Context: an optimization exercise on an open-source flow, tuned for small area, a short achievable clock period and few clock cycles per item. The choices shown serve that exercise and are no tape-out recipe.
In this exercise RTL edits were held to simulation tests only and were not proved equivalent to the original.
Power figures rest on the tool's default switching activity, not on a simulated workload.

## binary_neuron
module binary_neuron (
    input  logic                    clk,
    input  logic                    reset,
    input  logic                    in_valid,
    output logic                    in_ready,
    input  logic [320:0]            in_req,
    output logic                    out_valid,
    input  logic                    out_ready,
    output logic [9:0]              out_sum
);
clock: 6.0 ns
lec_check: 0
cap_margin: 20
core_margin: 2
core_utilization: 40
cts_buf_list: sky130_fd_sc_hd__clkbuf_8
slew_margin: 20
synth_hierarchical: 1
synth_minimum_keep_size: 0
standard.sh (not shown) runs the stock make flow with config.mk's settings and CLKGATE_MAP_FILE= SYNTH_SCRIPT=/design/flow/synth_recipe.tcl, a recipe that flattens the netlist after the stock synthesis.
==> flow/flow/run.sh <==
#!/bin/bash
# The standard layout (standard.sh: ORFS synthesis to final layout), with
# two changes:
#  - the input and output ports are buffered with the smallest buffer,
#    sky130_fd_sc_hd__buf_1, instead of the cell buffer_ports picks by default
#    (clkdlybuf4s50_1); later repair steps may still resize them;
#  - clock tree synthesis adds no dummy loads to the clock tree.
set -euo pipefail
export BUFFER_PORTS_ARGS="-buffer_cell sky130_fd_sc_hd__buf_1"
export CTS_ARGS="-sink_clustering_enable -repair_clock_nets -buf_list sky130_fd_sc_hd__clkbuf_16 -dont_use_dummy_load -sink_clustering_size 25 -sink_clustering_max_diameter 100"
bash standard.sh > standard_flow.log 2>&1
Testbench counts at the start, summed over its fixed seeds: cycles 3,232, items 3,200.
Next try:
--- a/flow/flow/run.sh
+++ b/flow/flow/run.sh
@@ -10 +10 @@
-export CTS_ARGS="-sink_clustering_enable -repair_clock_nets -buf_list sky130_fd_sc_hd__clkbuf_16 -dont_use_dummy_load -sink_clustering_size 25 -sink_clustering_max_diameter 100"
+export CTS_ARGS="-sink_clustering_enable -repair_clock_nets -buf_list sky130_fd_sc_hd__clkbuf_8 -dont_use_dummy_load"
After rerunning: Total power climbs by 3.9%. Clock-buffer cell count climbs by 29. Clock power grows by 32%. Final area is higher by 1.4%. Combinational power barely changes. Global-route usage grows by 0.34 points. Sequential power barely changes. Wire length is higher by 1.5%. Die area does not change. Worst setup slack gets better by 0.027 ns.
Next try:
--- a/flow/flow/run.sh
+++ b/flow/flow/run.sh
@@ -10 +10 @@
-export CTS_ARGS="-sink_clustering_enable -repair_clock_nets -buf_list sky130_fd_sc_hd__clkbuf_8 -dont_use_dummy_load"
+export CTS_ARGS="-sink_clustering_enable -repair_clock_nets -buf_list sky130_fd_sc_hd__clkbuf_8 -dont_use_dummy_load -sink_buffer_max_cap_derate 0.3"
After rerunning:
- The new run completed with no timing, DRC or antenna violations
- final area is unchanged
- critical path depth does not change
- hold slack stays the same
- wire length does not change
- global-route usage stays the same
- setup slack is unchanged
- clock skew stays the same
- synthesized cell count does not change
- cell count is unchanged
- die area stays the same
Next try:
--- a/flow/flow/run.sh
+++ b/flow/flow/run.sh
@@ -10 +10 @@
-export CTS_ARGS="-sink_clustering_enable -repair_clock_nets -buf_list sky130_fd_sc_hd__clkbuf_8 -dont_use_dummy_load -sink_buffer_max_cap_derate 0.3"
+export CTS_ARGS="-sink_clustering_enable -repair_clock_nets -buf_list sky130_fd_sc_hd__clkbuf_8 -dont_use_dummy_load -sink_buffer_max_cap_derate 0.6"
After rerunning: Critical path depth is unchanged; wire length does not change; count of clock-buffer cells in the layout stays the same; non-clock buffer count stays the same.
Next try:
--- a/flow/flow/run.sh
+++ b/flow/flow/run.sh
@@ -7 +7,3 @@
-#  - clock tree synthesis adds no dummy loads to the clock tree.
+#  - clock tree synthesis adds no dummy loads to the clock tree, and groups
+#    the flip-flops into clusters of up to 15 within 75 um for its leaf
+#    buffers (instead of searching for a clustering itself).
@@ -10 +12 @@
-export CTS_ARGS="-sink_clustering_enable -repair_clock_nets -buf_list sky130_fd_sc_hd__clkbuf_8 -dont_use_dummy_load -sink_buffer_max_cap_derate 0.6"
+export CTS_ARGS="-sink_clustering_enable -repair_clock_nets -buf_list sky130_fd_sc_hd__clkbuf_8 -dont_use_dummy_load -sink_clustering_size 15 -sink_clustering_max_diameter 75"
Via count falls slightly; maximum frequency falls slightly; clock power falls by a quarter to a third; routed wire length falls slightly; total power falls by a few percent; clock skew rises by 0.010 ns; worst setup slack got worse by 0.020 ns; combinational power barely changes; count of clock-buffer cells in the layout falls by 22; area after synthesis does not change.
Next try:
==> flow/flow/run.sh (replaced) <==
#!/bin/bash
# The standard layout (standard.sh: ORFS synthesis to final layout), with
# two changes:
#  - the input and output ports are buffered with the smallest buffer,
#    sky130_fd_sc_hd__buf_1, instead of the cell buffer_ports picks by default
#    (clkdlybuf4s50_1); later repair steps may still resize them;
#  - clock tree synthesis adds no dummy loads to the clock tree.
set -euo pipefail
export BUFFER_PORTS_ARGS="-buffer_cell sky130_fd_sc_hd__buf_1"
export CTS_ARGS="-repair_clock_nets -buf_list sky130_fd_sc_hd__clkbuf_8 -dont_use_dummy_load"
bash standard.sh > standard_flow.log 2>&1
Outcome: The changed run passed the timing, DRC and antenna checks; first-iteration DRC count goes up by about a fifth; clock-buffer cell count increases by 28; global-route usage climbs by 0.47 points; via count increases slightly; synthesized cell count is unchanged; critical path depth stays the same; die area is unchanged; total power came out higher by a few percent.

## afterwards: timing with drivers on the ports
How much do the figures lean on ideal ports? The routed layouts below were timed once more, with nothing changed but the port constraints.
Step 1, drivers: a clkbuf_16 drives clk and a buf_2 each remaining input, both assumed.
Step 2, shift: input delay + t, output delay - t, t = (earliest + latest rising clock arrival at the registers) / 2. This alone moves slack from input paths to output paths.
a / b / c = ideal / step 1 / step 2; a / b = the first two.
run | shift t [ns] | setup slack, ns | worst hold slack (ns) | clock arrival spread, ns
the first run | 0.506 | 3.507 / 3.507 / 3.142 | 0.336 / 0.336 / 0.336 | 0.069 / 0.069
the second run | 0.570 | 3.534 / 3.534 / 3.095 | 0.319 / 0.319 / 0.319 | 0.043 / 0.044
the third run | 0.570 | 3.534 / 3.534 / 3.095 | 0.319 / 0.319 / 0.319 | 0.043 / 0.044
the fourth run | 0.570 | 3.534 / 3.534 / 3.095 | 0.319 / 0.319 / 0.319 | 0.043 / 0.044
the fifth run | 0.576 | 3.514 / 3.514 / 3.088 | 0.327 / 0.327 / 0.327 | 0.054 / 0.054
the sixth run | 0.607 | 3.485 / 3.485 / 3.092 | 0.323 / 0.323 / 0.323 | 0.047 / 0.047
After both steps every run listed still meets setup and hold.
